This design comes from an exercise in tuning for small area, a short achievable clock period and few clock cycles per item on the open sky130 flow, not from production work.
Only simulation tests tie the RTL to the original design; equivalence was not proved.
Power figures rest on the tool's default switching activity, not on a simulated workload.

### flow/run.sh
#!/bin/bash
# The standard layout (the standard.sh: the standard synthesis and ORFS
# from floorplan to finish), with one change: the buffers that placement puts
# on every input and output port are the platform's smallest plain buffer.
set -e
export BUFFER_PORTS_ARGS="-buffer_cell sky130_fd_sc_hd__buf_1"
bash standard.sh > standard.log 2>&1
### standard.sh
#!/bin/bash
# synth_recipe.tcl (not shown) runs the flow's synth.tcl, then flattens the netlist and writes it again
# the make line also repeats each setting of config.mk as NAME=value (left out here)
make -C /OpenROAD-flow-scripts/flow DESIGN_CONFIG=/design/flow/config.mk WORK_HOME=/design/flow/orfs CLKGATE_MAP_FILE= SYNTH_SCRIPT=/design/flow/synth_recipe.tcl "${@:-finish}"
### config.mk
export PLATFORM = sky130hd
export DESIGN_NAME = md2_digest_engine
export DESIGN_NICKNAME = md2_digest_engine
export VERILOG_FILES = /design/flow/design.v
export SDC_FILE = /design/flow/constraint.sdc
export NUM_CORES = 4
export LEC_CHECK = 0
export ABC_AREA = 1
export CAP_MARGIN = 20
export CORE_MARGIN = 2
export CORE_UTILIZATION = 40
export PLACE_DENSITY = 0.5
export SETUP_SLACK_MARGIN = 4.4
export SLEW_MARGIN = 20
### constraint.sdc
create_clock -name core_clock -period 7.0 [get_ports {clk}]
set_input_delay 1.4000 -clock core_clock [delete_from_list [all_inputs] [get_ports {clk}]]
set_output_delay 1.4000 -clock core_clock [all_outputs]
set_load 0.01 [all_outputs]
### design.v
package md2_pkg;
	localparam int BLOCK_BYTES = 16;
	localparam int STATE_BYTES = 48;
	localparam int ROUND_COUNT = 18;
	localparam logic [2047:0] PI_SBOX_FLAT = {
		8'h29,8'h2e,8'h43,8'hc9,8'ha2,8'hd8,8'h7c,8'h01,
		8'h3d,8'h36,8'h54,8'ha1,8'hec,8'hf0,8'h06,8'h13,
		8'h62,8'ha7,8'h05,8'hf3,8'hc0,8'hc7,8'h73,8'h8c,
		8'h98,8'h93,8'h2b,8'hd9,8'hbc,8'h4c,8'h82,8'hca,
		8'h1e,8'h9b,8'h57,8'h3c,8'hfd,8'hd4,8'he0,8'h16,
		8'h67,8'h42,8'h6f,8'h18,8'h8a,8'h17,8'he5,8'h12,
		8'hbe,8'h4e,8'hc4,8'hd6,8'hda,8'h9e,8'hde,8'h49,
		8'ha0,8'hfb,8'hf5,8'h8e,8'hbb,8'h2f,8'hee,8'h7a,
		8'ha9,8'h68,8'h79,8'h91,8'h15,8'hb2,8'h07,8'h3f,
		8'h94,8'hc2,8'h10,8'h89,8'h0b,8'h22,8'h5f,8'h21,
		8'h80,8'h7f,8'h5d,8'h9a,8'h5a,8'h90,8'h32,8'h27,
		8'h35,8'h3e,8'hcc,8'he7,8'hbf,8'hf7,8'h97,8'h03,
		8'hff,8'h19,8'h30,8'hb3,8'h48,8'ha5,8'hb5,8'hd1,
		8'hd7,8'h5e,8'h92,8'h2a,8'hac,8'h56,8'haa,8'hc6,
		8'h4f,8'hb8,8'h38,8'hd2,8'h96,8'ha4,8'h7d,8'hb6,
		8'h76,8'hfc,8'h6b,8'he2,8'h9c,8'h74,8'h04,8'hf1,
		8'h45,8'h9d,8'h70,8'h59,8'h64,8'h71,8'h87,8'h20,
		8'h86,8'h5b,8'hcf,8'h65,8'he6,8'h2d,8'ha8,8'h02,
		8'h1b,8'h60,8'h25,8'had,8'hae,8'hb0,8'hb9,8'hf6,
		8'h1c,8'h46,8'h61,8'h69,8'h34,8'h40,8'h7e,8'h0f,
		8'h55,8'h47,8'ha3,8'h23,8'hdd,8'h51,8'haf,8'h3a,
		8'hc3,8'h5c,8'hf9,8'hce,8'hba,8'hc5,8'hea,8'h26,
		8'h2c,8'h53,8'h0d,8'h6e,8'h85,8'h28,8'h84,8'h09,
		8'hd3,8'hdf,8'hcd,8'hf4,8'h41,8'h81,8'h4d,8'h52,
		8'h6a,8'hdc,8'h37,8'hc8,8'h6c,8'hc1,8'hab,8'hfa,
		8'h24,8'he1,8'h7b,8'h08,8'h0c,8'hbd,8'hb1,8'h4a,
		8'h78,8'h88,8'h95,8'h8b,8'he3,8'h63,8'he8,8'h6d,
		8'he9,8'hcb,8'hd5,8'hfe,8'h3b,8'h00,8'h1d,8'h39,
		8'hf2,8'hef,8'hb7,8'h0e,8'h66,8'h58,8'hd0,8'he4,
		8'ha6,8'h77,8'h72,8'hf8,8'heb,8'h75,8'h4b,8'h0a,
		8'h31,8'h44,8'h50,8'hb4,8'h8f,8'hed,8'h1f,8'h1a,
		8'hdb,8'h99,8'h8d,8'h33,8'h9f,8'h11,8'h83,8'h14
	};
	function automatic logic [7:0] pi_sbox(input logic [7:0] x);
		pi_sbox = PI_SBOX_FLAT[2047 - 8 * x -: 8];
	endfunction
endpackage
module md2_front (
	input  logic       push,
	output logic       full,
	input  logic [9:0] item,
	output logic       cmd_valid,
	output logic [7:0] cmd_data,
	output logic       cmd_byte,
	output logic       cmd_end,
	input  logic       ready
);
	assign full      = !ready;
	assign cmd_valid = push && (item[1] || item[0]);
	assign cmd_data  = item[9:2];
	assign cmd_byte  = item[1];
	assign cmd_end   = item[0];
endmodule
module md2_core (
	input  logic         clk,
	input  logic         arst_n,
	input  logic         cmd_valid,
	input  logic [7:0]   cmd_data,
	input  logic         cmd_byte,
	input  logic         cmd_end,
	output logic         ready,
	output logic         empty,
	input  logic         pop,
	output logic [127:0] result
);
	localparam int GROUPS = md2_pkg::BLOCK_BYTES;
	localparam logic [7:0] S0 = 8'h29;
	typedef enum logic [1:0] {
		S_ABS,
		S_PAD,
		S_CSUM,
		S_WAIT
	} state_t;
	typedef enum logic [1:0] {
		A_ABS,
		A_PAD,
		A_CSUM,
		A_OUT
	} after_t;
	state_t       state_q;
	after_t       after_q;
	logic         first_q;
	logic [3:0]   ph_q;
	logic         gap_q;
	logic [3:0]   j_q;
	logic         at_q;
	logic [4:0]   pad_q;
	logic [7:0]   l_q;
	logic [7:0]   sreg_q;
	logic         cu_q;
	logic         run_q;
	logic [1:0]   pass_q;
	logic [4:0]   round_q;
	logic         empty_q;
	logic [GROUPS-1:0][7:0] x0_q;
	logic [GROUPS-1:0][7:0] x1_q;
	logic [GROUPS-1:0][7:0] x2_q;
	logic [GROUPS-1:0][7:0] c_q;
	logic [7:0]   gx0_q;
	logic [7:0]   gx1_q;
	logic [7:0]   gx2_q;
	logic [7:0]   gc_q;
	logic         take;
	logic         step;
	logic         step0;
	logic         via_g;
	logic [3:0]   ph_nxt;
	logic [3:0]   j_nxt;
	logic         absorb;
	logic         csum_upd;
	logic         blk_last;
	logic [7:0]   b;
	logic [7:0]   s_out;
	logic [7:0]   h0z;
	logic [7:0]   h0f;
	logic [7:0]   e;
	logic [7:0]   se;
	logic [7:0]   y;
	logic [7:0]   sreg_nxt;
	logic [7:0]   sreg_early;
	logic         se_sel;
	logic [7:0]   c_head;
	logic [7:0]   c_new;
	logic [7:0]   tail0;
	logic [7:0]   tail1;
	logic [7:0]   tail2;
	logic [7:0]   tailc;
	assign step     = run_q && !gap_q;
	assign step0    = step && (round_q == 5'd0) && (pass_q == 2'd0) && (ph_q == 4'd0);
	assign via_g    = run_q && (gap_q || ((pass_q == 2'd2) && (round_q != 5'd17)));
	assign ready    = (state_q == S_ABS) && at_q;
	assign take     = ready && cmd_valid;
	assign absorb   = ((state_q == S_ABS) && cmd_valid && cmd_byte && at_q) ||
	                  (((state_q == S_PAD) || (state_q == S_CSUM)) && at_q);
	assign ph_nxt   = gap_q ? ph_q : ph_q + 1'b1;
	assign j_nxt    = absorb ? j_q + 1'b1 : j_q;
	assign csum_upd = absorb && (state_q != S_CSUM);
	assign blk_last = absorb && (j_q == 4'd15);
	assign b = (state_q == S_ABS) ? cmd_data :
	           (state_q == S_PAD) ? {3'b000, pad_q} : c_q[1];
	assign s_out = md2_pkg::pi_sbox(sreg_q);
	assign h0z = (first_q && round_q == 5'd0 && pass_q == 2'd0) ? 8'h00 : x0_q[0];
	assign h0f = first_q ? 8'h00 : x0_q[0];
	assign c_head = first_q ? 8'h00 : c_q[0];
	assign c_new  = c_head ^ s_out;
	assign e  = run_q ? h0z : (c_head ^ b);
	assign se = s_out ^ e;
	assign y  = step0 ? (h0z ^ S0) : se;
	assign se_sel = (step && !step0) || (!run_q && csum_upd && cu_q);
	always_comb begin
		sreg_early = 8'h00;
		if (gap_q) begin
			sreg_early = gx2_q + {3'b000, round_q};
		end else if (step0) begin
			sreg_early = h0z ^ S0;
		end else if (!run_q && csum_upd) begin
			sreg_early = b ^ l_q;
		end
	end
	assign sreg_nxt = se_sel ? se : sreg_early;
	always_comb begin
		tail0 = x0_q[0];
		tail1 = x1_q[0];
		tail2 = x2_q[0];
		if (step) begin
			tail0 = x1_q[0];
			tail1 = x2_q[0];
			tail2 = y;
		end else if (absorb) begin
			tail1 = b;
			tail2 = b ^ h0f;
		end
	end
	assign tailc = cu_q ? c_new : c_q[0];
	for (genvar g = 0; g < GROUPS; g++) begin : g_res
		assign result[127 - 8 * g -: 8] = x0_q[g];
	end
	assign empty = empty_q;
	always_ff @(posedge clk) begin
		for (int k = 0; k < GROUPS - 1; k++) begin
			x1_q[k] <= x1_q[k + 1];
			x2_q[k] <= x2_q[k + 1];
			c_q[k]  <= c_q[k + 1];
		end
		x1_q[GROUPS - 1] <= via_g ? gx1_q : tail1;
		x2_q[GROUPS - 1] <= (step && !step0 && !via_g) ? se : (via_g ? gx2_q : tail2);
		c_q[GROUPS - 1]  <= cu_q ? c_new : (via_g ? gc_q : c_q[0]);
		if (empty_q) begin
			for (int k = 0; k < GROUPS - 1; k++) begin
				x0_q[k] <= x0_q[k + 1];
			end
			x0_q[GROUPS - 1] <= via_g ? gx0_q : tail0;
		end
		gx0_q  <= tail0;
		gx1_q  <= tail1;
		gx2_q  <= (step && !step0) ? se : tail2;
		gc_q   <= tailc;
		sreg_q <= sreg_nxt;
	end
	always_ff @(posedge clk or negedge arst_n) begin
		if (!arst_n) begin
			state_q <= S_ABS;
			after_q <= A_ABS;
			first_q <= 1'b1;
			pad_q   <= '0;
			ph_q    <= '0;
			gap_q   <= 1'b0;
			j_q     <= '0;
			at_q    <= 1'b1;
			l_q     <= '0;
			cu_q    <= 1'b0;
			run_q   <= 1'b0;
			pass_q  <= '0;
			round_q <= '0;
			empty_q <= 1'b1;
		end else begin
			ph_q   <= ph_nxt;
			j_q    <= j_nxt;
			at_q   <= (ph_nxt == j_nxt);
			cu_q   <= csum_upd;
			if (cu_q) begin
				l_q <= c_new;
			end
			if (pop && !empty_q) begin
				empty_q <= 1'b1;
			end
			case (state_q)
				S_ABS: begin
					if (take) begin
						if (cmd_byte && j_q == 4'd15) begin
							state_q <= S_WAIT;
							after_q <= cmd_end ? A_PAD : A_ABS;
							pad_q   <= 5'd16;
						end else if (cmd_end) begin
							state_q <= S_PAD;
							pad_q   <= 5'd16 - {1'b0, j_q} - {4'd0, cmd_byte};
						end
					end
				end
				S_PAD: begin
					if (blk_last) begin
						state_q <= S_WAIT;
						after_q <= A_CSUM;
					end
				end
				S_CSUM: begin
					if (blk_last) begin
						state_q <= S_WAIT;
						after_q <= A_OUT;
						l_q     <= '0;
					end
				end
				default: begin
				end
			endcase
			if ((blk_last || (state_q == S_WAIT && !run_q && ph_q == 4'd15)) && empty_q) begin
				run_q <= 1'b1;
			end
			if (gap_q) begin
				gap_q   <= 1'b0;
				round_q <= round_q + 1'b1;
			end else if (run_q && ph_q == 4'd15) begin
				pass_q <= (pass_q == 2'd2) ? 2'd0 : pass_q + 1'b1;
				if (pass_q == 2'd2) begin
					if (round_q == 5'd17) begin
						round_q <= '0;
						run_q   <= 1'b0;
						first_q <= 1'b0;
						case (after_q)
							A_ABS:  state_q <= S_ABS;
							A_PAD:  state_q <= S_PAD;
							A_CSUM: state_q <= S_CSUM;
							default: begin
								state_q <= S_ABS;
								empty_q <= 1'b0;
								first_q <= 1'b1;
							end
						endcase
					end else begin
						gap_q <= 1'b1;
					end
				end
			end
		end
	end
endmodule
module md2_digest_engine (
	input  logic               clk,
	input  logic               arst_n,
	input  logic               push,
	output logic               full,
	input  logic [9:0]         item,
	output logic               empty,
	input  logic               pop,
	output logic [127:0]       result
);
	logic       cmd_valid;
	logic [7:0] cmd_data;
	logic       cmd_byte;
	logic       cmd_end;
	logic       ready;
	md2_front u_front (
		.push     (push),
		.full     (full),
		.item     (item),
		.cmd_valid(cmd_valid),
		.cmd_data (cmd_data),
		.cmd_byte (cmd_byte),
		.cmd_end  (cmd_end),
		.ready    (ready)
	);
	md2_core u_core (
		.clk      (clk),
		.arst_n   (arst_n),
		.cmd_valid(cmd_valid),
		.cmd_data (cmd_data),
		.cmd_byte (cmd_byte),
		.cmd_end  (cmd_end),
		.ready    (ready),
		.empty    (empty),
		.pop      (pop),
		.result   (result)
	);
endmodule
==> results of run 1 <==
[layer usage]
metal	share of wire [%]	track usage (%)	up-vias
met2	44	31.04	578
met5	0	0	-
met4	4.3	9.699	0
met3	7.2	4.017	143
met1	45	28.79	6834
li1	-	-	6818
[worst register-to-register path, delay by kind of cell (launching register included)]
family / cells / cell delay [ns]
flops: 1 / 0.33
buf+inv: 3 / 0.43
fa+ha+maj: 1 / 0.38
simple gates: 11 / 1.33
[area by class of cell]
type,count,area share (%)
sequential,590,55.20
multi-input combinational,1134,25.67
clock buffer,84,7.500
timing repair buffer,210,5.014
tap,664,3.446
inverter,124,2.081
clock inverter,25,1.048
timing repair inverter,2,0.04152
[power breakdown]
part           total [uW]  internal [uW]  switching [uW]
registers            4570           4250             325
logic                3680           1140            2540
clock network        3210           1920            1290
[synth_stat cells, types with 17 or more instances]
master	number	area share [%]
nand3_1	317	8.0
xor2_1	17	0.75
ha_1	39	2.5
clkbuf_1	24	0.45
nand2_1	399	7.5
edfxtp_1	128	19
buf_2	39	0.98
nor2_1	88	1.7
o21ai_0	86	2.2
a21oi_1	74	1.9
dfxtp_1	424	43
dfrtp_1	35	4.4
inv_1	111	2.1
[logic make-up (layout without fill, tap and decap cells)]
kind of cell | Yosys count | in the layout | share of synthesized area (%)
xor+xnor | 33 | 33 | 1.569
compound gates | 207 | 207 | 5.591
buf+inv | 204 | 445 | 4.444
mux | 2 | 2 | 0.1009
simple gates | 850 | 852 | 18.80
fa+ha+maj | 40 | 40 | 2.559
flops | 590 | 590 | 66.93
[sequential cells by signal, summed over array words and instances, names as in the netlist, 2 cells and up]
signal / flops
u_core.pad_q: 5
u_core.x2_q: 128
u_core.state_q: 2
u_core.round_q: 5
u_core.after_q: 2
u_core.j_q: 4
u_core.sreg_q: 8
u_core.x1_q: 128
u_core.gc_q: 8
u_core.gx1_q: 8
u_core.x0_q: 128
u_core.c_q: 128
u_core.l_q: 8
u_core.gx2_q: 8
u_core.gx0_q: 8
u_core.ph_q: 4
u_core.pass_q: 2
[worst paths after layout]
| path | from | endpoint | slack [ns] | cells past startpoint |
|---|---|---|---|---|
| min in group asynchronous | arst_n | u_core.ph_q[2] | 0.94 | 1 |
| max | u_core.state_q[0] | full | 4.20 | 4 |
| min | u_core.x2_q[44] | u_core.x2_q[36] | 0.32 | 0 |
| max in group asynchronous | arst_n | u_core.state_q[1] | 5.40 | 1 |
| max reg2reg | u_core.sreg_q[0] | u_core.x2_q[123] | 4.41 | 15 |
| min reg2reg | u_core.x2_q[44] | u_core.x2_q[36] | 0.32 | 0 |
[stage by stage]
| stage | cells | instance area [sq um] | worst slack [ns] |
|---|---|---|---|
| detailed placement | 2663 | 20880 | 3.354 |
| floorplan | 1926 | 19850 | 4.257 |
| global placement | 2663 | 20880 | 3.376 |
| global route | 2833 | 24110 | 4.121 |
| CTS | 2798 | 23460 | 4.152 |
| finish | 2833 | 24110 | 4.198 |
[timing repair]
action,4_1_cts,5_1_grt
setup buffers,23,34
pin swaps,10,22
gates resized for setup,84,104
hold buffers,0,0
gates cloned,3,1
endpoints found under the setup margin,133,97
==> metrics.md, run 1 <==
| Metric | Value |
|---|---|
| Status | no timing/DRC/antenna violations |
| DIE AREA | approximately 50000 sq um |
| Commonest non-fill, non-tap cell in the layout | dfxtp_1 |
| Register bit total from synthesis | slightly below 600 |
| Initial antenna violation count | 0 |
| Antenna Cells | 0 |
| GR Overflow Total | 0 |
| Final setup viols | 0 |
| CP Max Fanout | 2 |
| Fmax | 356.9 MHz |
| TNS Setup | 0 ns |
| CP Buf/Inv Count | 2 |
| PwrDens | 475.3 nW/um^2 |
| Initial DRC count | roughly 1300 |
| Slowest CP cell | dfrtp_2 |
| Max VDD drop | about 0.00021 V |
| Sequential area share after synthesis | around 67% |
| Reg area | ~13000 sq um |
| # port buffers | 143 |
| YS warnings | 1 |
| First-pass GRT wire length | roughly 80000 um |
| Crit end category | primary output |
| Final core occ | 49.25% |
| Number of flops mapped to enable cells by yosys | approximately 130 |
| Critical path launch point type | flip-flop |
| CP Data Required Time | approximately 5.6 ns |
| Die span in y | 226.8 um |
| Vias per cell | approximately 5.1 |
| Worst hold path class | reg2reg |
| Worst hold slack | roughly 0.32 ns |
| Slew Limit Fails | 0 |
| CTS sink count | 590 |
| Worst setup path category | reg2out |
| Core area | about 49000 sq um |
| Area of the multi-input gates | ~6200 sq um |
| LEAKAGE | 0.01051 uW |
| Initial Util | about two fifths |
| H-tree Lvls | 2 |
| Total power | around 11000 uW |
| Final Hold Vio Count | 0 |
| Skew final | around 0.015 ns |
| Most used DFF post-synth | dfxtp_1 |
| Slew margin rel. | a little under two fifths |
| CTS tree | built |
| Synthesized area | 19850 sq um |
| Syn_area_per_cell | between 10 and 15 sq um |
| Post-synth ARST share | 6.441% |
| Fill cells | 4540 |
| DRC | 0 |
| Synthesis-to-finish area growth | 21.44% |
| I/O pin count | between 100 and 150 |
| Final Cycle Share | between 40% and 50% |
| Global-route total usage across every layer | between 20% and 30% |
| Layout cells sized above 1 | about 15% |
| CTS Buf Count | 58 |
| Clock-pin slew on the worst setup and hold paths | 0.06 ns |
| Vias in the first global route | roughly 13000 |
| Post-Syn Instances | a little under 2000 |
| HPWL Detailed | ~36000 um |
| CP cell instances | inv_2 > ha_4 > nand2_4 > buf_6 |
| Nets | around 2200 |
| Most frequent cells in the layout | dfxtp_1, nand2_1, nand3_1 |
| Vias | around 14000 |
| Rows | approximately 80 |
| Max-cap violations | 0 |
| Worst EP arrival | between 1 and 1.5 ns |
| Final antenna-violating net count | 0 |
| Largest net degree at the start of global routing | a little under 70 |
| RD Place Congestion | roughly 0.97 |
| Top delay family on crit path | flip-flops |
| WL per Instance | slightly below 20 um |
| Clock Root Buffer | clkbuf_16 |
| Die X | ~230 um |
| Synth cell types | between 40 and 50 |
| CP peak stage delay | about 0.41 ns |
| Worst slew pin tran | 0.9449 ns |
| RSZ-0062 raised after global routing | true |
| Final min period | 2.802 ns |
| DRT Pass-1 Iters | 6 |
| CTS Buffer Depth | 3 |
| Wirelength, routed | between 50000 and 60000 um |
| Mapped Nets | just under 2000 |
| Worst-skew pair later-pin latency | 0.61 ns |
Testbench counts, summed over its fixed seeds: cycles 387,439, bytes 4,355.
==> run 2, diff against run 1 <==
--- a/config.mk
+++ b/config.mk
@@ -12,3 +12,3 @@
 export PLACE_DENSITY = 0.5
-export SETUP_SLACK_MARGIN = 4.4
+export SETUP_SLACK_MARGIN = 4.2
 export SLEW_MARGIN = 20
==> run 2 against run 1 <==
Effect of this change:
- wire length shrank 1.5%
- final cell count shrank 1.4%
- sequential share of layout area grew 1.8 points
- largest cell class unchanged
- flip-flop and latch count is the same
- final area shrank 3.1%
- core utilization shrank 1.5 points
- first-iteration DRC count grew 0.94%
- clock skew is essentially flat
- setup slack lost 0.0073 ns
==> metrics.md, run 2 <==
| Metric | Value |
|---|---|
| Status | no timing/DRC/antenna violations |
| Number of flops mapped to enable cells by yosys | 128 (unchanged) |
| RSZ-0062 raised after global routing | true |
| LEAKAGE | 0.01012 uW (-3.7%) |
| Worst slew pin tran | 0.9532 ns (+0.008319 ns) |
| Worst EP arrival | 1.41 ns (about the same) |
| Clock Root Buffer | clkbuf_16 |
| H-tree Lvls | 2 (unchanged) |
| Post-Synth XOR/XNOR Area | 1.569% (unchanged) |
| CTS tree | built |
| I/O pin count | 144 (unchanged) |
| Final Hold Vio Count | 0 (unchanged) |
| Post-route setup slack | 4.191 ns (-0.007270 ns) |
| Vias | 14180 (-1.4%) |
| CP cell instances | inv_2 > ha_4 > nand2_4 > buf_6 |
| Crit end category | primary output |
| Die span in y | 226.8 um (unchanged) |
| Die X | 226.8 um (unchanged) |
| CP Data Required Time | 5.60 ns (about the same) |
| Leading area contributor after synthesis | dfxtp_1 |
| Rows | 81 (unchanged) |
| Critical path launch point type | flip-flop |
| First-pass GRT wire length | 79370 um (-0.79%) |
| DRC | 0 (unchanged) |
| Slew Limit Fails | 0 (unchanged) |
| Post-Syn Instances | 1926 (unchanged) |
| Initial antenna violation count | 0 (unchanged) |
| Mapped Nets | 1980 (unchanged) |
| YS warnings | 1 (unchanged) |
| # port buffers | 143 (unchanged) |
| CTS sink count | 590 (unchanged) |
| Worst setup path category | reg2out |
| CTS Buffer Depth | 3 (unchanged) |
| Sequential area share after synthesis | 66.93% (unchanged) |
| GR Overflow Total | 0 (unchanged) |
| Final Cycle Share | 40.13% (+0.10 points) |
| Skew final | 0.01481 ns (-0.0003588 ns) |
| Core area | 48950 sq um (unchanged) |
| DIE AREA | 51420 sq um (unchanged) |
| Final antenna-violating net count | 0 (unchanged) |
| Cell Area, Placed | 20880 sq um (unchanged) |
| Slowest CP cell | dfrtp_2 |
| Fill cells | 4593 (+1.2%) |
| WL per Instance | 19.27 um (about the same) |
| Largest cells by area after synthesis | dfxtp_1, edfxtp_1, nand3_1 |
| Clock-pin slew on the worst setup and hold paths | 0.06 ns (about the same) |
| CP Max Fanout | 2 (unchanged) |
| Worst hold slack | 0.3192 ns (+0.001528 ns) |
| Global-route total usage across every layer | 20.52% (-0.18 points) |
| Most frequent cell after synthesis | dfxtp_1 |
| Fmax | 356.0 MHz (-0.26%) |
| Synth top area share | 42.76% (unchanged) |
| Synth Area in Compound Gates | 5.591% (unchanged) |
| Final min period | 2.809 ns (+0.007270 ns) |
| Max VDD drop | 0.0002057 V (-0.20%) |
| Most frequent cells in the layout | dfxtp_1, nand2_1, nand3_1 |
| Vias in the first global route | 13310 (-0.91%) |
| Register bit total from synthesis | 590 (unchanged) |
| Worst-skew pair later-pin latency | 0.60 ns (about the same) |
| Synth top cells by count | dfxtp_1, nand2_1, nand3_1, edfxtp_1, inv_1 |
| CP peak stage delay | 0.41 ns (about the same) |
| Nets | 2135 (-1.8%) |
| Synthesis-to-finish area growth | 17.64% |
| Top delay family on crit path | flip-flops |
| Initial DRC count | 1292 (+0.94%) |
| Syn_area_per_cell | 10.31 sq um (unchanged) |
| TNS Setup | 0 ns (unchanged) |
| RD Place Congestion | 0.9650 (unchanged) |
| Slew margin rel. | 36.46% (-0.55 points) |
| Final instance area | 23350 sq um (-3.1%) |
| Initial Util | 40.55% (unchanged) |
| Largest family of logic cells by synthesized area | simple AND/OR/NAND/NOR gates |
| Mux contribution to synthesized area | 0.1009% (unchanged) |
| Most used DFF post-synth | dfxtp_1 |
| Commonest non-fill, non-tap cell in the layout | dfxtp_1 |
| Final setup viols | 0 (unchanged) |
| Wirelength, routed | 53830 um (-1.5%) |
| PwrDens | 475.7 nW/um^2 (about the same) |
| DRT Pass-1 Iters | 5 (-1) |
| Post-Synth Adder-Cell Area | 2.559% (unchanged) |
| Max-cap violations | 0 (unchanged) |
| Reg area | 13300 sq um (about the same) |
| Layout cells sized above 1 | 10.38% (-5.1 points) |
| Antenna Cells | 0 (unchanged) |
| Setup WS pre-CTS | 3.354 ns (unchanged) |
| Largest net degree at the start of global routing | 69 (unchanged) |
| Synthesized area | 19850 sq um (unchanged) |
| HPWL Detailed | 36010 um (unchanged) |
| Synth cell types | 45 (unchanged) |
| Synth Area in Simple Gates | 18.80% (unchanged) |
| Vias per cell | 5.074 (about the same) |
| CP Buf/Inv Count | 2 (unchanged) |
| Area of the multi-input gates | 5852 sq um (-5.4%) |
| Worst hold path class | reg2reg |
| CTS Buf Count | 58 (unchanged) |
| Post-synth ARST share | 6.441% (unchanged) |
==> run 2: cells by family (layout without fill, tap and decap cells) <==
| family | after synthesis | count (layout) |
|---|---|---|
| simple gates | 850 | 851 |
| fa+ha+maj | 40 | 40 |
| mux | 2 | 2 |
| flops | 590 | 590 |
| buf+inv | 204 | 407 |
| compound gates | 207 | 207 |
| xor+xnor | 33 | 33 |
==> run 2: cell type report <==
cell class	count	area share [%]
Clock buffer	84	7.743
Clock inverter	25	1.082
Inverter	124	2.063
Multi-Input combinational cell	1133	25.06
Sequential cell	590	56.97
Tap cell	664	3.558
Timing Repair Buffer	172	3.477
Timing Repair inverter	2	0.04287
==> run 2: power breakdown <==
| part | switching [uW] | internal [uW] | total, uW | leakage (uW) |
|---|---|---|---|---|
| Clock | 1290 | 1920 | 3210 | 0.00102 |
| Sequential | 318 | 4250 | 4560 | 0.00533 |
| Combinational | 2380 | 956 | 3340 | 0.00376 |
| Total | 3990 | 7120 | 11100 | 0.0101 |
==> run 2: timing repair <==
item                       4_1_cts  5_1_grt
gates cloned                     2        1
gates resized for setup         42       30
setup endpoints to repair       60       50
hold buffers                     0        0
buffers inserted                 8       11
pin swaps                        2        8
==> run 2: worst reg2reg max path: cells and delay by family, from the launching register on <==
| family | cells | cell delay, ns |
|---|---|---|
| buffers and inverters | 1 | 0.55 |
| AO/OA/AOI/OAI | 2 | 0.39 |
| AND/OR/NAND/NOR | 6 | 0.77 |
| flip-flops | 1 | 0.90 |
==> run 2: metrics by stage <==
| stage | util (%) | cells | power [uW] |
|---|---|---|---|
| 2_1_floorplan | - | 1926 | 6644 |
| 3_3_place_gp | 42.66 | 2663 | 7733 |
| 3_5_place_dp | 42.66 | 2663 | 7694 |
| 4_1_cts | 47.34 | 2782 | 11020 |
| 5_1_grt | 47.70 | 2794 | 11680 |
| 6_report | 47.70 | 2794 | 11110 |
==> run 2: routing by layer <==
layer / track usage (%) / share of wire (%) / vias to the layer above
met2: 31.03 / 44 / 561
met3: 4.224 / 7.4 / 123
met4: 8.871 / 3.9 / 0
met5: 0 / 0 / -
li1: - / - / 6730
met1: 28.44 / 45 / 6764
==> run 2: final timing paths <==
kind / start / to / slack, ns / cells after the start
worst min-delay path: u_core.c_q[18] / u_core.c_q[10] / 0.32 / 0
worst max-delay path: u_core.state_q[0] / full / 4.19 / 4
min in group asynchronous: arst_n / u_core.ph_q[2] / 0.94 / 1
worst max register to register: u_core.sreg_q[7] / u_core.gc_q[7] / 4.26 / 9
worst min register to register: u_core.c_q[18] / u_core.c_q[10] / 0.32 / 0
max in group asynchronous: arst_n / u_core.state_q[1] / 5.39 / 1
==> run 3, diff against run 2 <==
--- a/config.mk
+++ b/config.mk
@@ -7,3 +7,2 @@
 export LEC_CHECK = 0
-export ABC_AREA = 1
 export CAP_MARGIN = 20
==> run 3 against run 2 <==
Effect of this change:
- clock power fell by 5%
- power rose by 7.2%
- fmax barely moved
- highest routed layer unchanged
- non-clock buffer count rose by 60
- sequential power fell by 1%
- critical path depth did not move
- register-to-register slack got worse by 0.03 ns
- via count fell by 2.0%
- largest power group unchanged
- clock-buffer cell count fell by 3
==> metrics.md, run 3 <==
| Metric | Value |
|---|---|
| Status | no timing/DRC/antenna violations |
| Commonest non-fill, non-tap cell in the layout | dfxtp_1 |
| Vias | 13900 (-2.0%) |
| Largest cells by area after synthesis | dfxtp_1, edfxtp_1, dfrtp_1 |
| CP Data Required Time | 5.60 ns (about the same) |
| Seq pwr share | 37.8% (-3.3 points) |
| Internal power | 7709 uW (+8.3%) |
| Fill cells | 4551 (-0.91%) |
| CTS Buffer Depth | 3 (unchanged) |
| Clock power share | 25.6% (-3.3 points) |
| Crit end category | primary output |
| Synthesis-to-finish area growth | 22.07% |
| PwrDens | 485.7 nW/um^2 (+2.1%) |
| CTS Buf Count | 56 (-3.4%) |
| Fmax | 355.6 MHz (about the same) |
| Worst EP arrival | 1.41 ns (about the same) |
| Rows | 82 (+1.2%) |
| Final Cycle Share | 40.17% (about the same) |
| Final setup viols | 0 (unchanged) |
| Most used DFF post-synth | dfxtp_1 |
| Hold path depth | 0 (unchanged) |
| Mapped Nets | 1738 (-12%) |
| Min-delay src | u_core.c_q[48] |
| Initial antenna violation count | 1 (+1) |
| LEAKAGE | 0.009775 uW (-3.4%) |
| First-pass GRT wire length | 83480 um (+5.2%) |
| Most frequent cells in the layout | dfxtp_1, nand2_1, buf_1 |
| Sequential area share after synthesis | 66.14% (-0.79 points) |
| Worst setup path category | reg2out |
| Number of flops mapped to enable cells by yosys | 128 (unchanged) |
| Antenna Cells | 0 (unchanged) |
| Largest net degree at the start of global routing | 65 (-5.8%) |
| Post-route setup slack | 4.188 ns (-0.002410 ns) |
| Slew Limit Fails | 0 (unchanged) |
| Reg2Reg Depth | 9 (unchanged) |
| Synth top area share | 42.25% (-0.51 points) |
| Skew final | 0.03573 ns (+0.02092 ns) |
| Hold buffers post-CTS | 0 (unchanged) |
| DP Cell Count | 2412 (-9.4%) |
| Worst setup path start | u_core.state_q[1] |
| Final non-filler cell total | 2589 (-7.3%) |
| I/O pin count | 144 (unchanged) |
| Setup WS pre-CTS | 3.039 ns (-0.3157 ns) |
| Synth top cells by count | dfxtp_1, nand2_1, edfxtp_1, nor2_1, a21oi_1 |
| Synthesized area | 20090 sq um (+1.2%) |
| Layout cells sized above 1 | 17.74% (+7.4 points) |
| H-tree Lvls | 2 (unchanged) |
| Register bit total from synthesis | 590 (unchanged) |
| # port buffers | 143 (unchanged) |
| Final Hold Vio Count | 0 (unchanged) |
| YS warnings | 1 (unchanged) |
| DIE AREA | 52030 sq um (+1.2%) |
| CP Max Fanout | 2 (unchanged) |
| TNS Setup | 0 ns (unchanged) |
| Final antenna-violating net count | 0 (unchanged) |
| Critical path launch point type | flip-flop |
| Worst slew pin tran | 0.9694 ns (+0.01627 ns) |
| Vias in the first global route | 13420 (+0.83%) |
| Max VDD drop | 0.0002353 V (+14%) |
| Die span in y | 228.1 um (+0.59%) |
| Core area | 49860 sq um (+1.9%) |
| Synth cell types | 91 (+100%) |
| HPWL Detailed | 35270 um (-2.1%) |
| Slew margin rel. | 35.37% (-1.1 points) |
| NetSw | 4201 uW (+5.3%) |
| Clock-pin slew on the worst setup and hold paths | 0.06 ns (about the same) |
| R2R Path Start | u_core.sreg_q[2] |
| Syn_area_per_cell | 11.93 sq um (+16%) |
| RSZ-0062 raised after global routing | true |
| Worst hold path class | reg2reg |
| Final min period | 2.812 ns (+0.002410 ns) |
| Post-synth ARST share | 6.441% (unchanged) |
| RD Place Congestion | 0.9383 (-2.8%) |
| GR Overflow Total | 0 (unchanged) |
| R2r endpoint | u_core.c_q[122] |
| Worst Hold Path EP | u_core.c_q[40] |
| Most frequent cell after synthesis | dfxtp_1 |
| Vias per cell | 5.367 (+5.8%) |
| CTS sink count | 590 (unchanged) |
| Worst hold slack | 0.3143 ns (-0.004897 ns) |
| Total power | 11910 uW (+7.2%) |
| DRT Pass-1 Iters | 6 (+1) |
| CTS tree | built |
| Reg-to-reg setup timing slack | 4.23 ns (-0.03 ns) |
| WL per Instance | 21.87 um (+13%) |
| Post-Syn Instances | 1684 (-13%) |
| Net Sw Frac | 35.27% (-0.64 points) |
| Wirelength, routed | 56610 um (+5.2%) |
| Global-route total usage across every layer | 21.07% (+0.56 points) |
| Initial DRC count | 1376 (+6.5%) |
| Nets | 1926 (-9.8%) |
| Initial Util | 40.29% (-0.27 points) |
| Logic gate share of total power | 36.6% (+6.5 points) |
| Max-cap violations | 0 (unchanged) |
| Leading area contributor after synthesis | dfxtp_1 |
| Worst-skew pair later-pin latency | 0.61 ns (about the same) |
| Clock Root Buffer | clkbuf_16 |
| DRC | 0 (unchanged) |
| Die X | 228.1 um (+0.59%) |
run 3: cell count changes after synthesis, sizes merged, moves of 24 or more:
cell / before / now
nand2b: 0 / 27
clkbuf: 24 / 52
nor2b: 0 / 32
nand3: 318 / 28
nand2: 416 / 152
inv: 121 / 35
xnor2: 13 / 37
run 3: metal layers:
layer	up-vias	routed length, um	track usage, %	share of wire, %
met5	-	0	0	0
met4	0	2794	10.87	4.9
met3	167	4219	4.488	7.5
met2	622	24630	31.59	44
met1	6744	24960	28.78	44
li1	6362	-	-	-
run 3: layout make-up:
| cell class | instances | area [sq um] | share of cell area [%] |
|---|---|---|---|
| sequential | 590 | 13310 | 54.29 |
| multi-input combinational | 953 | 6793 | 27.70 |
| timing repair buffer | 232 | 1471 | 6.001 |
| clock inverter | 22 | 214.0 | 0.8725 |
| clock buffer | 81 | 1713 | 6.985 |
| inverter | 39 | 176.4 | 0.7195 |
| tap | 672 | 840.8 | 3.429 |
run 3: power groups by stage:
stage,registers (uW),logic [uW],clock network (uW)
after floorplan,4430,2400,0
after global placement,4650,3200,0
after detailed placement,4660,3120,0
after CTS,4520,3820,3140
after global routing,4580,4520,3290
final,4500,4350,3050
run 3: timing repair:
| action | 4_1_cts | 5_1_grt |
|---|---|---|
| gates resized for setup | 105 | 67 |
| setup buffers | 45 | 25 |
| endpoints found under the setup margin | 76 | 52 |
| cloned | 3 | 1 |
| pin swaps | 11 | 27 |
run 3: critical path, cell delays in order (launching register included):
cell and delay (ns):
dfrtp_1 0.40, inv_2 0.09, ha_4 0.15, nand2_2 0.05, buf_6 0.11
run 3: worst max path at each step:
stage / to / slack (ns) / depth (start not counted)
after CTS: full / 4.15 / 4
final: full / 4.19 / 4
after global placement: u_core.sreg_q[2] / 3.02 / 9
after detailed placement: u_core.sreg_q[2] / 3.04 / 9
after floorplan: u_core.gc_q[4] / 4.17 / 16
after global routing: full / 4.12 / 4
run 3: metrics by stage:
| stage | instance area [sq um] | utilization, % |
|---|---|---|
| final | 24520 | 49.18 |
| after global routing | 24520 | 49.18 |
| after CTS | 23970 | 48.08 |
| after detailed placement | 21120 | 42.36 |
| after global placement | 21120 | 42.36 |
| after floorplan | 20230 | - |
run 3: cell families after synthesis:
kind of cell | after synthesis | share of synthesized area, %
xor+xnor | 62 | 2.741
fa+ha+maj | 40 | 2.529
buf+inv | 142 | 3.438
flops | 590 | 66.14
mux | 30 | 1.844
simple gates | 430 | 10.22
compound gates | 390 | 13.09
==> run 4, diff against run 3 <==
--- a/config.mk
+++ b/config.mk
@@ -10,3 +10,2 @@
 export CORE_UTILIZATION = 40
-export PLACE_DENSITY = 0.5
 export SETUP_SLACK_MARGIN = 4.2
==> run 4 against run 3 <==
Effect of this change:
- still clean on timing, DRC and antenna
- final cell count is 0.23% lower
- via count about the same
- clock-buffer cell count up 2
- global-route usage fell by 0.27 points
- fmax decreased by 0.62%
- flip-flop and latch count unchanged
- hold slack better by 0.0055 ns
- largest cell class unchanged
- largest power group unchanged
==> metrics.md, run 4 <==
| Metric | Value |
|---|---|
| Critical path launch point type | flip-flop |
| Vias | 13890 (-0.065%) |
| Layout cells sized above 1 | 17.01% (-0.73 points) |
| Worst Hold Path EP | u_core.x2_q[30] |
| CP Max Fanout | 2 (unchanged) |
| CP peak stage delay | 0.69 ns (+0.29 ns) |
| DRT Pass-1 Iters | 6 (unchanged) |
| First-pass GRT wire length | 82920 um (-0.67%) |
| Final antenna-violating net count | 0 (unchanged) |
| Post-synth ARST share | 6.441% (unchanged) |
| Skew final | 0.03493 ns (-0.0008065 ns) |
| Largest net degree at the start of global routing | 82 (+26%) |
| RD Place Congestion | 0.9733 (+3.7%) |
| Min-delay src | u_core.x2_q[38] |
| Synthesized area | 20090 sq um (unchanged) |
| GR Overflow Total | 0 (unchanged) |
| Die span in y | 228.1 um (unchanged) |
| Final setup viols | 0 (unchanged) |
| Initial Util | 40.29% (unchanged) |
| CTS Buffer Depth | 3 (unchanged) |
| Status | no timing/DRC/antenna violations |
| Sequential area share after synthesis | 66.14% (unchanged) |
| Clock power share | 26.3% (+0.7 points) |
| RSZ-0062 raised after global routing | true |
| Setup WS pre-CTS | 3.269 ns (+0.2308 ns) |
| Synth cell types | 91 (unchanged) |
| Worst slew pin tran | 0.9783 ns (+0.008888 ns) |
| Nets | 1917 (-0.47%) |
| NetSw | 4101 uW (-2.4%) |
| Clock Root Buffer | clkbuf_16 |
| CTS Buf Count | 57 (+1.8%) |
| Post-route setup slack | 4.171 ns (-0.01743 ns) |
| # port buffers | 143 (unchanged) |
| WL per Instance | 21.58 um (-1.3%) |
| Worst EP arrival | 1.43 ns (+0.02 ns) |
| Synth top area share | 42.25% (unchanged) |
| Max VDD drop | 0.0002413 V (+2.6%) |
| Slowest CP cell | dfstp_4 |
| Worst setup path category | reg2out |
| Final min period | 2.829 ns (+0.01743 ns) |
| Largest cells by area after synthesis | dfxtp_1, edfxtp_1, dfrtp_1 |
| Post-Syn Instances | 1684 (unchanged) |
| CTS tree | built |
| YS warnings | 1 (unchanged) |
| Leading area contributor after synthesis | dfxtp_1 |
| Top delay family on crit path | flip-flops |
| Slew Limit Fails | 0 (unchanged) |
| Vias in the first global route | 13570 (+1.1%) |
| Die X | 228.1 um (unchanged) |
| Final Hold Vio Count | 0 (unchanged) |
| Most frequent cell after synthesis | dfxtp_1 |
| R2R Path Start | u_core.sreg_q[1] |
| Initial antenna violation count | 0 (-1) |
| TNS Setup | 0 ns (unchanged) |
| Worst hold slack | 0.3198 ns (+0.005462 ns) |
| Commonest non-fill, non-tap cell in the layout | dfxtp_1 |
| Seq pwr share | 38.7% (+0.9 points) |
| Worst hold path class | reg2reg |
| PwrDens | 478.8 nW/um^2 (-1.4%) |
| Antenna Cells | 0 (unchanged) |
| Crit end category | primary output |
| Final Cycle Share | 40.42% (+0.25 points) |
| Syn_area_per_cell | 11.93 sq um (unchanged) |
| DIE AREA | 52030 sq um (unchanged) |
| Net Sw Frac | 35.27% (about the same) |
| Worst-skew pair later-pin latency | 0.62 ns (about the same) |
| Hold buffers post-CTS | 0 (unchanged) |
| I/O pin count | 144 (unchanged) |
| Most used DFF post-synth | dfxtp_1 |
| Synthesis-to-finish area growth | 20.91% |
| Vias per cell | 5.376 (+0.17%) |
| Most frequent cells in the layout | dfxtp_1, nand2_1, buf_1 |
| Fill cells | 4545 (-0.13%) |
| CP Data Required Time | 5.60 ns (about the same) |
| CTS sink count | 590 (unchanged) |
| Register bit total from synthesis | 590 (unchanged) |
| Hold path depth | 0 (unchanged) |
| Global-route total usage across every layer | 20.81% (-0.27 points) |
| Wirelength, routed | 55750 um (-1.5%) |
| Internal power | 7528 uW (-2.4%) |
| Reg-to-reg setup timing slack | 4.19 ns (-0.04 ns) |
| Core area | 49860 sq um (unchanged) |
| R2r endpoint | u_core.c_q[123] |
| Slew margin rel. | 34.78% (-0.59 points) |
| Logic gate share of total power | 35.0% (-1.6 points) |
| Number of flops mapped to enable cells by yosys | 128 (unchanged) |
| LEAKAGE | 0.009697 uW (-0.80%) |
| CP Buf/Inv Count | 1 (-1) |
| Fmax | 353.5 MHz (-0.62%) |
| Reg2Reg Depth | 10 (+1) |
| H-tree Lvls | 2 (unchanged) |
| Initial DRC count | 1645 (+20%) |
| Synth top cells by count | dfxtp_1, nand2_1, edfxtp_1, nor2_1, a21oi_1 |
| HPWL Detailed | 34270 um (-2.8%) |
| CP cell instances | buf_6 |
| Max-cap violations | 0 (unchanged) |
| Rows | 82 (unchanged) |
| Mapped Nets | 1738 (unchanged) |
| Clock-pin slew on the worst setup and hold paths | 0.06 ns (about the same) |
| DRC | 0 (unchanged) |
## run 4: cell count changes in the layout (fill, tap and decap cells not counted), sizes merged
cell / before / now
bufbuf: 2 / 0
buf: 228 / 220
nor2b: 32 / 33
clkinv: 19 / 21
inv: 37 / 38
bufinv: 3 / 2
clkbuf: 83 / 84
## run 4: per-layer routing
layer / routed length, um / global-route usage [%] / vias up / share of wire, %
li1: - / - / 6341 / -
met1: 23700 / 27.19 / 6779 / 43
met2: 25850 / 33.46 / 611 / 46
met3: 4016 / 4.513 / 155 / 7.2
met4: 2181 / 8.844 / 0 / 3.9
met5: 0 / 0 / - / 0
## run 4: worst max path at each step
stage / from / endpoint / slack [ns] / depth (start not counted)
floorplan: u_core.sreg_q[0] / u_core.gc_q[4] / 4.17 / 16
global placement: u_core.gap_q / u_core.sreg_q[1] / 3.25 / 8
detailed placement: u_core.gap_q / u_core.sreg_q[1] / 3.27 / 8
CTS: u_core.empty_q / empty / 4.13 / 1
global route: u_core.sreg_q[1] / u_core.c_q[123] / 4.11 / 10
finish: u_core.empty_q / empty / 4.17 / 1
## run 4: logic make-up after synthesis
group	count (synthesis)	synth area share (%)
AOI/OAI and AO/OA	390	13.09
muxes	30	1.844
DFF	590	66.14
buffers and inverters	142	3.438
and+or+nand+nor	430	10.22
xor gates and xnor gates	62	2.741
adders and majority gates	40	2.529
## run 4: layout make-up
class | instances | area, sq um | share of cell area [%]
inverter | 39 | 165.2 | 0.6800
clock inverter | 24 | 236.5 | 0.9736
multi-input combinational | 954 | 6695 | 27.57
timing repair buffer | 221 | 1333 | 5.486
clock buffer | 83 | 1708 | 7.032
sequential | 590 | 13310 | 54.80
tap | 672 | 840.8 | 3.462
## run 4: power by group through the flow
stage                     Combinational [uW]  Clock [uW]  Sequential, uW
after floorplan                         2400           0            4430
after global placement                  3190           0            4640
after detailed placement                3120           0            4650
after CTS                               3690        3130            4510
after global routing                    4260        3270            4580
final                                   4070        3060            4500
## run 4: what timing repair did
item                                   CTS  global route
buffers inserted                        50             9
setup endpoints to repair               76            54
gates cloned                             1             2
endpoints found under the hold margin    0             0
resized for setup                       86            63
pin swaps                               15            19
## run 4: stage by stage
| stage | instances | util, % | total power [uW] | cell area, sq um |
|---|---|---|---|---|
| detailed placement | 2414 | 42.39 | 7768 | 21140 |
| finish | 2583 | 48.71 | 11630 | 24290 |
| global placement | 2413 | 42.38 | 7821 | 21130 |
| global route | 2583 | 48.71 | 12110 | 24290 |
| CTS | 2572 | 47.96 | 11330 | 23920 |
| floorplan | 1684 | - | 6823 | 20230 |
==> run 5, diff against run 4 <==
--- a/config.mk
+++ b/config.mk
@@ -10,3 +10,3 @@
 export CORE_UTILIZATION = 40
-export SETUP_SLACK_MARGIN = 4.2
+export SETUP_SLACK_MARGIN = 4.3
 export SLEW_MARGIN = 20
==> run 5 against run 4 <==
Effect of this change:
- sequential share of layout area is 2.3 points lower
- synthesized cell count stayed put
- core utilization is 2.2 points higher
- final area is 4.4% higher
- still clean on timing, DRC and antenna
- clock power is 1% higher
- sequential power hardly changed
- critical endpoint is now u_core.x2_q[124]
- setup slack worse by 0.016 ns
- die area stayed put
- critical path depth is 11 higher
- combinational power is 22% higher
- flip-flop and latch count stayed put
- largest power group is now combinational cells
- final cell count is 1.5% higher
==> metrics.md, run 5 <==
| Metric | Value |
|---|---|
| CTS Buf Count | 56 (-1.8%) |
| Clock-pin slew on the worst setup and hold paths | 0.07 ns (about the same) |
| Vias in the first global route | 13880 (+2.3%) |
| PwrDens | 495.8 nW/um^2 (+3.6%) |
| Largest cells by area after synthesis | dfxtp_1, edfxtp_1, dfrtp_1 |
| YS warnings | 1 (unchanged) |
| RSZ-0062 raised after global routing | true |
| Reg area | 13310 sq um (about the same) |
| CTS Buffer Depth | 3 (unchanged) |
| CP Data Required Time | 7.45 ns (+1.85 ns) |
| Status | no timing/DRC/antenna violations |
| Die span in y | 228.1 um (unchanged) |
| LEAKAGE | 0.01010 uW (+4.1%) |
| Critical path launch point type | flip-flop |
| Worst hold slack | 0.3151 ns (-0.004644 ns) |
| Internal power | 8060 uW (+7.1%) |
| Crit end category | flip-flop |
| Syn_area_per_cell | 11.93 sq um (unchanged) |
| Skew final | 0.03712 ns (+0.002193 ns) |
| Synth Area in Compound Gates | 13.09% (unchanged) |
| Worst slew pin tran | 0.9073 ns (-0.07106 ns) |
| Mapped Nets | 1738 (unchanged) |
| Slew margin rel. | 39.05% (+4.3 points) |
| CP Max Fanout | 4 (+2) |
| Post-Synth XOR/XNOR Area | 2.741% (unchanged) |
| Sequential area share after synthesis | 66.14% (unchanged) |
| Slew Limit Fails | 0 (unchanged) |
| Number of flops mapped to enable cells by yosys | 128 (unchanged) |
| Initial antenna violation count | 0 (unchanged) |
| Post-Synth Adder-Cell Area | 2.529% (unchanged) |
| Initial DRC count | 1395 (-15%) |
| WL per Instance | 22.60 um (+4.7%) |
| Largest net degree at the start of global routing | 59 (-28%) |
| # port buffers | 143 (unchanged) |
| Synthesized area | 20090 sq um (unchanged) |
| Final Hold Vio Count | 0 (unchanged) |
| Fill cells | 4420 (-2.8%) |
| Rows | 82 (unchanged) |
| Wirelength, routed | 59270 um (+6.3%) |
| Worst setup path category | reg2reg |
| First-pass GRT wire length | 86550 um (+4.4%) |
| Area of the multi-input gates | 7149 sq um (+6.8%) |
| Layout cells sized above 1 | 22.22% (+5.2 points) |
| Final Cycle Share | 40.64% (+0.23 points) |
| Synth Area in Simple Gates | 10.22% (unchanged) |
| Synth top cells by count | dfxtp_1, nand2_1, edfxtp_1, nor2_1, a21oi_1 |
| Synth top area share | 42.25% (unchanged) |
| DRC | 0 (unchanged) |
| Synthesis-to-finish area growth | 26.26% |
| Worst-skew pair later-pin latency | 0.61 ns (about the same) |
| I/O pin count | 144 (unchanged) |
| Post-synth ARST share | 6.441% (unchanged) |
| Nets | 1956 (+2.0%) |
| Most frequent cell after synthesis | dfxtp_1 |
| NetSw | 4515 uW (+10%) |
| Fmax | 351.5 MHz (-0.55%) |
| H-tree Lvls | 2 (unchanged) |
| Vias per cell | 5.428 (+0.96%) |
| Seq pwr share | 36.0% (-2.7 points) |
| Leading area contributor after synthesis | dfxtp_1 |
| Commonest non-fill, non-tap cell in the layout | dfxtp_1 |
| Post-Syn Instances | 1684 (unchanged) |
| Logic gate share of total power | 39.4% (+4.4 points) |
| Clock power share | 24.6% (-1.7 points) |
| Register bit total from synthesis | 590 (unchanged) |
| Initial Util | 40.29% (unchanged) |
| GR Overflow Total | 0 (unchanged) |
| Largest family of logic cells by synthesized area | compound AO/OA/AOI/OAI gates |
| Die X | 228.1 um (unchanged) |
| Max-cap violations | 0 (unchanged) |
| CTS tree | built |
| Final antenna-violating net count | 0 (unchanged) |
| Final min period | 2.845 ns (+0.01578 ns) |
| Net Sw Frac | 35.91% (+0.64 points) |
| Worst hold path class | reg2reg |
| Core area | 49860 sq um (unchanged) |
| CTS sink count | 590 (unchanged) |
| Worst EP arrival | 3.30 ns (+1.87 ns) |
| Most used DFF post-synth | dfxtp_1 |
| Most frequent cells in the layout | dfxtp_1, buf_1, nand2_1 |
| TNS Setup | 0 ns (unchanged) |
| DIE AREA | 52030 sq um (unchanged) |
| Clock Root Buffer | clkbuf_16 |
| HPWL Detailed | 34880 um (+1.8%) |
| Synth cell types | 91 (unchanged) |
| DRT Pass-1 Iters | 7 (+1) |
| Global-route total usage across every layer | 21.90% (+1.1 points) |
| RD Place Congestion | 0.9838 (+1.1%) |
| Max VDD drop | 0.0002284 V (-5.4%) |
| Final setup viols | 0 (unchanged) |
| Vias | 14230 (+2.5%) |
| Mux contribution to synthesized area | 1.844% (unchanged) |
==> run 5: changes by cell type in the layout (fill, tap and decap cells not counted), sizes merged <==
cell,before,now
buf,220,257
clkinv,21,18
inv,38,41
bufbuf,0,2
clkbuf,84,82
bufinv,2,3
clkinvlp,2,3
diode,0,1
nor2b,33,32
==> run 5: cell type report <==
type | instances | area share, %
Timing Repair Buffer | 262 | 7.518
Inverter | 39 | 0.7252
Multi-Input combinational cell | 953 | 28.19
Antenna cell | 1 | 0.009866
Clock buffer | 79 | 6.798
Sequential cell | 590 | 52.49
Tap cell | 672 | 3.315
Clock inverter | 26 | 0.9570
==> run 5: critical path, stage by stage (launching register included) <==
cell,delay [ns]
dfxtp_4,0.46
buf_6,0.13
buf_6,0.09
ha_4,0.17
buf_12,0.12
buf_6,0.10
nor2b_4,0.13
o31ai_2,0.07
mux4_2,0.49
a311oi_2,0.24
o311a_4,0.33
xor2_4,0.23
o21ai_1,0.11
==> run 5: path summary, 6_finish.rpt <==
kind                                       start                end  slack (ns)  cells after the start
worst max-delay path            u_core.sreg_q[0]   u_core.x2_q[124]        4.16                     12
worst min-delay path            u_core.x2_q[102]    u_core.x2_q[94]        0.32                      0
worst max register to register  u_core.sreg_q[0]   u_core.x2_q[124]        4.16                     12
worst min register to register  u_core.x2_q[102]    u_core.x2_q[94]        0.32                      0
max in group asynchronous                 arst_n  u_core.state_q[0]        5.43                      1
min in group asynchronous                 arst_n      u_core.j_q[0]        0.93                      1
==> run 5: cells by family (layout without fill, tap and decap cells) <==
kind of cell / Yosys count / in the layout
buffers and inverters: 142 / 406
other: 0 / 1
adder cells (fa/ha/maj): 40 / 40
XOR/XNOR: 62 / 62
multiplexers: 30 / 30
AND/OR/NAND/NOR: 430 / 430
flip-flops: 590 / 590
AO/OA/AOI/OAI: 390 / 391
==> run 5: what timing repair did <==
action                                  CTS  global route
endpoints found under the setup margin   75            56
hold buffers                              0             0
pin swaps                                31            52
gates resized for setup                 158           115
gates cloned                              3             2
buffers inserted                         76            24
==> run 5: power groups by stage <==
stage	clock network [uW]	registers, uW	logic [uW]
2_1_floorplan	0	4430	2410
3_3_place_gp	0	4680	3180
3_5_place_dp	0	4690	3100
4_1_cts	3170	4530	4220
5_1_grt	3310	4600	5100
6_report	3100	4520	4950
==> run 5: per-layer routing <==
metal / track usage [%] / wire length (um) / part of all wire [%]
met5: 0 / 0 / 0
met3: 4.838 / 4571 / 7.7
met1: 28.85 / 25010 / 42
met4: 10.25 / 2704 / 4.6
met2: 34.44 / 26980 / 46
==> run 5: through the flow <==
step	instance area, sq um	std cells	total power (uW)	worst slack, ns	util (%)
after global routing	25360	2621	13000	4.126	50.86
after floorplan	20280	1684	6843	4.212	-
after global placement	21160	2411	7862	3.238	42.43
after detailed placement	21160	2411	7791	3.239	42.43
after CTS	24610	2595	11930	4.139	49.37
final	25360	2622	12570	4.155	50.87
==> run 6, diff against run 5 <==
--- a/config.mk
+++ b/config.mk
@@ -10,3 +10,3 @@
 export CORE_UTILIZATION = 40
-export SETUP_SLACK_MARGIN = 4.3
+export SETUP_SLACK_MARGIN = 4.1
 export SLEW_MARGIN = 20
==> run 6 against run 5 <==
Effect of this change:
- still clean on timing, DRC and antenna
- core utilization down 1.8 points
- final cell count down 1.8%
- combinational power down 12%
- critical endpoint is now u_core.c_q[124]
- largest power group is now sequential cells
==> metrics.md, run 6 <==
| Metric | Value |
|---|---|
| Initial Util | 40.29% (unchanged) |
| Sequential area share after synthesis | 66.14% (unchanged) |
| TNS Setup | 0 ns (unchanged) |
| LEAKAGE | 0.009757 uW (-3.4%) |
| Worst setup path start | u_core.sreg_q[1] |
| Final min period | 2.916 ns (+0.07137 ns) |
| RSZ-0062 raised after global routing | true |
| Syn_area_per_cell | 11.93 sq um (unchanged) |
| PwrDens | 488.2 nW/um^2 (-1.5%) |
| Most frequent cell after synthesis | dfxtp_1 |
| Leading area contributor after synthesis | dfxtp_1 |
| Synth cell types | 91 (unchanged) |
| Final Hold Vio Count | 0 (unchanged) |
| Mapped Nets | 1738 (unchanged) |
| Skew final | 0.03197 ns (-0.005149 ns) |
| Worst slew pin tran | 1.067 ns (+0.1598 ns) |
| WL per Instance | 21.86 um (-3.3%) |
| CP Data Required Time | 7.46 ns (about the same) |
| Critical path launch point type | flip-flop |
| Slew margin rel. | 28.86% (-10 points) |
| HPWL Detailed | 34720 um (-0.48%) |
| CTS Buffer Depth | 3 (unchanged) |
| Most frequent cells in the layout | dfxtp_1, nand2_1, buf_1 |
| Vias | 13960 (-1.9%) |
| Synthesized area | 20090 sq um (unchanged) |
| Final setup viols | 0 (unchanged) |
| R2R Path Start | u_core.sreg_q[1] |
| First-pass GRT wire length | 82860 um (-4.3%) |
| Global-route total usage across every layer | 20.76% (-1.1 points) |
| CTS tree | built |
| Final antenna-violating net count | 0 (unchanged) |
| DIE AREA | 52030 sq um (unchanged) |
| YS warnings | 1 (unchanged) |
| Crit end category | flip-flop |
| Reg-to-reg setup timing slack | 4.08 ns (-0.07 ns) |
| Antenna Cells | 0 (-1) |
| Worst hold path class | reg2reg |
| Fmax | 342.9 MHz (-2.4%) |
| Worst-skew pair later-pin latency | 0.62 ns (about the same) |
| RD Place Congestion | 0.9858 (+0.20%) |
| Largest net degree at the start of global routing | 57 (-3.4%) |
| Layout cells sized above 1 | 17.28% (-4.9 points) |
| Register bit total from synthesis | 590 (unchanged) |
| Die X | 228.1 um (unchanged) |
| Most used DFF post-synth | dfxtp_1 |
| Wirelength, routed | 56300 um (-5.0%) |
| Max-cap violations | 0 (unchanged) |
| Status | no timing/DRC/antenna violations |
| Worst EP arrival | 3.38 ns (+0.08 ns) |
| Max VDD drop | 0.0002461 V (+7.8%) |
| CP Max Fanout | 6 (+2) |
| Final Cycle Share | 41.66% (+1.0 points) |
| Initial antenna violation count | 0 (unchanged) |
| Hold buffers post-CTS | 0 (unchanged) |
| Worst setup path category | reg2reg |
| Reg2Reg Depth | 11 (-1) |
| DRC | 0 (unchanged) |
| # port buffers | 143 (unchanged) |
| Number of flops mapped to enable cells by yosys | 128 (unchanged) |
| Vias per cell | 5.418 (-0.17%) |
| Die span in y | 228.1 um (unchanged) |
| Synth top cells by count | dfxtp_1, nand2_1, edfxtp_1, nor2_1, a21oi_1 |
| GR Overflow Total | 0 (unchanged) |
| R2r endpoint | u_core.c_q[124] |
| Slew Limit Fails | 0 (unchanged) |
| Synthesis-to-finish area growth | 21.78% |
| Post-Syn Instances | 1684 (unchanged) |
| Nets | 1911 (-2.3%) |
| Core area | 49860 sq um (unchanged) |
| Clock-pin slew on the worst setup and hold paths | 0.07 ns (about the same) |
| Critical Path Sink | u_core.c_q[124] |
| Post-synth ARST share | 6.441% (unchanged) |
| CTS sink count | 590 (unchanged) |
| Initial DRC count | 1690 (+21%) |
| Vias in the first global route | 13420 (-3.3%) |
| I/O pin count | 144 (unchanged) |
| Total power | 11940 uW (-5.0%) |
| Commonest non-fill, non-tap cell in the layout | dfxtp_1 |
| Largest cells by area after synthesis | dfxtp_1, edfxtp_1, dfrtp_1 |
| Clock Root Buffer | clkbuf_16 |
| Rows | 82 (unchanged) |
| H-tree Lvls | 2 (unchanged) |
| Synth top area share | 42.25% (unchanged) |
| CTS Buf Count | 56 (unchanged) |
| DRT Pass-1 Iters | 6 (-1) |
## run 6: cell types whose count changed in the layout (fill, tap and decap cells not counted), moves of 4 or more
cell,before,now
a21oi_1,65,80
a21oi_2,21,6
buf_12,16,9
buf_4,70,49
buf_6,23,6
inv_4,3,7
nand2_1,138,146
nand2_2,14,6
o21ai_0,66,78
o21ai_1,22,13
o311ai_0,4,9
o311ai_2,9,3
## run 6: cell families after synthesis
group	after synthesis	synth area share, %
DFF	590	66.14
xor gates and xnor gates	62	2.741
AOI/OAI and AO/OA	390	13.09
adders and majority gates	40	2.529
muxes	30	1.844
buffers and inverters	142	3.438
and+or+nand+nor	430	10.22
## run 6: metrics by stage
step / setup slack [ns] / util (%) / cell area [sq um] / std cells / hold slack, ns
after floorplan: 4.071 / - / 20180 / 1684 / 0.3096
final: 4.084 / 49.06 / 24460 / 2576 / 0.3156
after global routing: 4.052 / 49.06 / 24460 / 2576 / 0.3151
after global placement: 3.103 / 42.36 / 21120 / 2415 / 0.3099
after detailed placement: 3.112 / 42.36 / 21120 / 2415 / 0.3121
after CTS: 4.092 / 47.82 / 23850 / 2553 / 0.3135
## run 6: power breakdown
part | total, uW | switching, uW | internal, uW | leakage (uW)
logic | 4340 | 2640 | 1700 | 0.00325
registers | 4520 | 284 | 4230 | 0.00552
clock network | 3090 | 1300 | 1790 | 0.000982
total | 11900 | 4220 | 7720 | 0.00976
## run 6: area by class of cell
| type | count | area [sq um] |
|---|---|---|
| Inverter | 39 | 168.9 |
| Sequential cell | 590 | 13310 |
| Clock buffer | 77 | 1694 |
| Multi-Input combinational cell | 952 | 6715 |
| Timing Repair Buffer | 218 | 1461 |
| Fill cell | 4529 | 25400 |
| Tap cell | 672 | 840.8 |
| Clock inverter | 28 | 270.3 |
## run 6: metal layers
metal  share of wire, %  track usage, %  vias up
met5                  0               0        -
met4                4.5           10.38        0
met3                7.4           3.913      181
met2                 46           32.29      649
met1                 42           27.82     6780
li1                   -               -     6347
## run 6: worst min path at each step
stage,from,depth (start not counted),end
after global routing,u_core.x2_q[110],0,u_core.x2_q[102]
final,u_core.c_q[98],0,u_core.c_q[90]
after floorplan,u_core.c_q[108],0,u_core.c_q[100]
after CTS,u_core.c_q[98],0,u_core.c_q[90]
after detailed placement,u_core.c_q[35],0,u_core.c_q[27]
after global placement,u_core.x2_q[9],0,u_core.x2_q[1]
## run 6: worst max-delay path, stage by stage (launching register included)
cell       delay (ns)
dfxtp_4          0.40
buf_12           0.17
ha_4             0.18
clkbuf_16        0.17
or3b_4           0.46
o211a_1          0.18
a311oi_2         0.35
a31oi_1          0.09
o311a_4          0.38
xnor2_2          0.15
nand2_1          0.11
o21ai_1          0.10
## run 6: timing repair
action / in CTS / in global routing
gates resized for setup: 89 / 82
endpoints found under the hold margin: 0 / 0
setup endpoints to repair: 63 / 48
setup buffers: 30 / 20
cloned: 3 / 3
pin swaps: 11 / 16
==> run 7, diff against run 6 <==
--- a/design.v
+++ b/design.v
@@ -92,3 +92,2 @@
 	logic [4:0]   pad_q;
-	logic [7:0]   l_q;
 	logic [7:0]   sreg_q;
@@ -161,3 +160,3 @@
 		end else if (!run_q && csum_upd) begin
-			sreg_early = b ^ l_q;
+			sreg_early = b ^ ((first_q && j_q == 4'd0) ? 8'h00 : c_q[0]);
 		end
@@ -214,3 +213,2 @@
 			at_q    <= 1'b1;
-			l_q     <= '0;
 			cu_q    <= 1'b0;
@@ -225,5 +223,2 @@
 			cu_q   <= csum_upd;
-			if (cu_q) begin
-				l_q <= c_new;
-			end
 			if (pop && !empty_q) begin
@@ -254,3 +249,2 @@
 						after_q <= A_OUT;
-						l_q     <= '0;
 					end
--- a/config.mk
+++ b/config.mk
@@ -10,3 +10,3 @@
 export CORE_UTILIZATION = 40
-export SETUP_SLACK_MARGIN = 4.1
+export SETUP_SLACK_MARGIN = 4.0
 export SLEW_MARGIN = 20
==> run 7 against run 6 <==
Effect of this change:
- critical path type unchanged
- clock-buffer cell count did not move
- flip-flop and latch count is 8 lower
- clock power is 3% lower
- power increased by 0.53%
- wire length down 0.36%
- combinational power about the same
- highest routed layer unchanged
- critical endpoint is now u_core.sreg_q[2]
- synthesized cell count fell by 1.1%
- synthesized area down 0.62%
- via count down 0.67%
- final area is 1.1% lower
==> metrics.md, run 7 <==
| Metric | Value |
|---|---|
| Status | no timing/DRC/antenna violations |
| Global-route total usage across every layer | 21.62% (+0.86 points) |
| PwrDens | 496.2 nW/um^2 (+1.6%) |
| Synth cell types | 93 (+2.2%) |
| Worst setup path category | reg2reg |
| DIE AREA | 51710 sq um (-0.61%) |
| Most frequent cells in the layout | dfxtp_1, nand2_1, buf_1 |
| CP cell instances | buf_12 > clkinvlp_4 > buf_4 > ha_4 > nor2b_1 > a211o_1 > a31oi_4 > o2111ai_2 > a311o_2 > xor2_2 > a21oi_1 |
| Initial Util | 40.62% (+0.33 points) |
| WL per Instance | 22.02 um (+0.73%) |
| R2r endpoint | u_core.sreg_q[2] |
| Worst slew pin tran | 0.9723 ns (-0.09472 ns) |
| Worst hold path class | reg2reg |
| Clock-pin slew on the worst setup and hold paths | 0.08 ns (about the same) |
| CTS sink count | 582 (-1.4%) |
| HPWL Detailed | 34680 um (-0.11%) |
| Synth top area share | 42.52% (+0.26 points) |
| Largest net degree at the start of global routing | 64 (+12%) |
| YS warnings | 1 (unchanged) |
| CP Depth | 11 (unchanged) |
| Critical Path Sink | u_core.sreg_q[2] |
| CP Max Fanout | 11 (+5) |
| Layout cells sized above 1 | 16.67% (-0.61 points) |
| Hold buffers post-CTS | 0 (unchanged) |
| Register bit total from synthesis | 582 (-1.4%) |
| Post-Syn Instances | 1665 (-1.1%) |
| Initial DRC count | 1567 (-7.3%) |
| R2R Path Start | u_core.sreg_q[1] |
| Crit end category | flip-flop |
| Commonest non-fill, non-tap cell in the layout | dfxtp_1 |
| Worst-skew pair later-pin latency | 0.61 ns (about the same) |
| Slowest CP cell | a311o_2 |
| Critical path launch point type | flip-flop |
| Slew margin rel. | 35.11% (+6.2 points) |
## run 7: repair_timing
item,CTS,global route
gates cloned,3,0
setup endpoints to repair,45,41
gates resized for setup,95,59
setup buffers,41,16
pin swaps,21,28
## run 7: worst reg2reg max path, delay by kind of cell, from the launching register on
family          cells  cell delay, ns
compound gates      5            1.38
xor+xnor            1            0.25
fa+ha+maj           1            0.23
buf+inv             3            0.48
flops               1            0.40
simple gates        1            0.18
## run 7: how the worst min path moves through the flow
stage	from	end	slack, ns	cells after the start
2_1_floorplan	u_core.c_q[108]	u_core.c_q[100]	0.31	0
3_3_place_gp	u_core.x1_q[14]	u_core.x1_q[6]	0.31	0
3_5_place_dp	u_core.c_q[41]	u_core.c_q[33]	0.31	0
4_1_cts	u_core.x2_q[118]	u_core.x2_q[110]	0.30	0
5_1_grt	u_core.x2_q[118]	u_core.x2_q[110]	0.31	0
6_report	u_core.c_q[71]	u_core.c_q[63]	0.30	0
## run 7: kinds of logic (layout without fill, tap and decap cells)
family,Yosys count,after routing,synth area share [%]
AO/OA/AOI/OAI,387,387,13.45
XOR/XNOR,51,51,2.275
adder cells (fa/ha/maj),38,38,2.419
buffers and inverters,139,358,3.108
flip-flops,582,582,65.55
multiplexers,55,55,3.021
AND/OR/NAND/NOR,413,413,10.18
## run 7: report_power, final
part / switching (uW) / internal (uW)
clock: 1270 / 1730
combinational: 2600 / 1720
sequential: 350 / 4330
total: 4220 / 7780
## run 7: per-layer routing
metal | GRT usage, % | share of wire (%) | vias to the layer above
met2 | 33.38 | 45 | 599
met4 | 10.20 | 4.6 | 0
met3 | 4.182 | 7.1 | 156
met1 | 29.31 | 43 | 6782
li1 | - | - | 6326
met5 | 0 | 0 | -
## run 7: final cells by class
class | instances | area (sq um) | share of cell area, %
Sequential cell | 582 | 13110 | 54.18
Multi-Input combinational cell | 944 | 6863 | 28.36
Clock buffer | 77 | 1637 | 6.763
Timing Repair Buffer | 218 | 1374 | 5.677
Tap cell | 664 | 830.8 | 3.433
Clock inverter | 26 | 231.5 | 0.9566
Inverter | 37 | 151.4 | 0.6256
## run 7: metrics by stage
| step | total power (uW) | area, sq um | hold slack (ns) | instances | setup slack (ns) |
|---|---|---|---|---|---|
| final | 12010 | 24200 | 0.3009 | 2548 | 3.966 |
| after floorplan | 6815 | 19970 | 0.3096 | 1665 | 4.002 |
| after detailed placement | 7869 | 21000 | 0.3121 | 2385 | 2.791 |
| after CTS | 11620 | 23770 | 0.3004 | 2532 | 3.991 |
| after global placement | 7896 | 20990 | 0.3097 | 2385 | 2.804 |
| after global routing | 12510 | 24200 | 0.3069 | 2548 | 3.921 |
Testbench counts of run 7, summed over its fixed seeds: cycles 387,439, bytes 4,355.

Re-timed with assumed drivers on the ports (clkbuf_16 on the clock, buf_2 on other inputs), run 7 has 3.966 ns of setup slack against 3.966 ns with ideal ports, and 3.664 ns once port delays also move by the mid clock arrival of 0.647 ns.
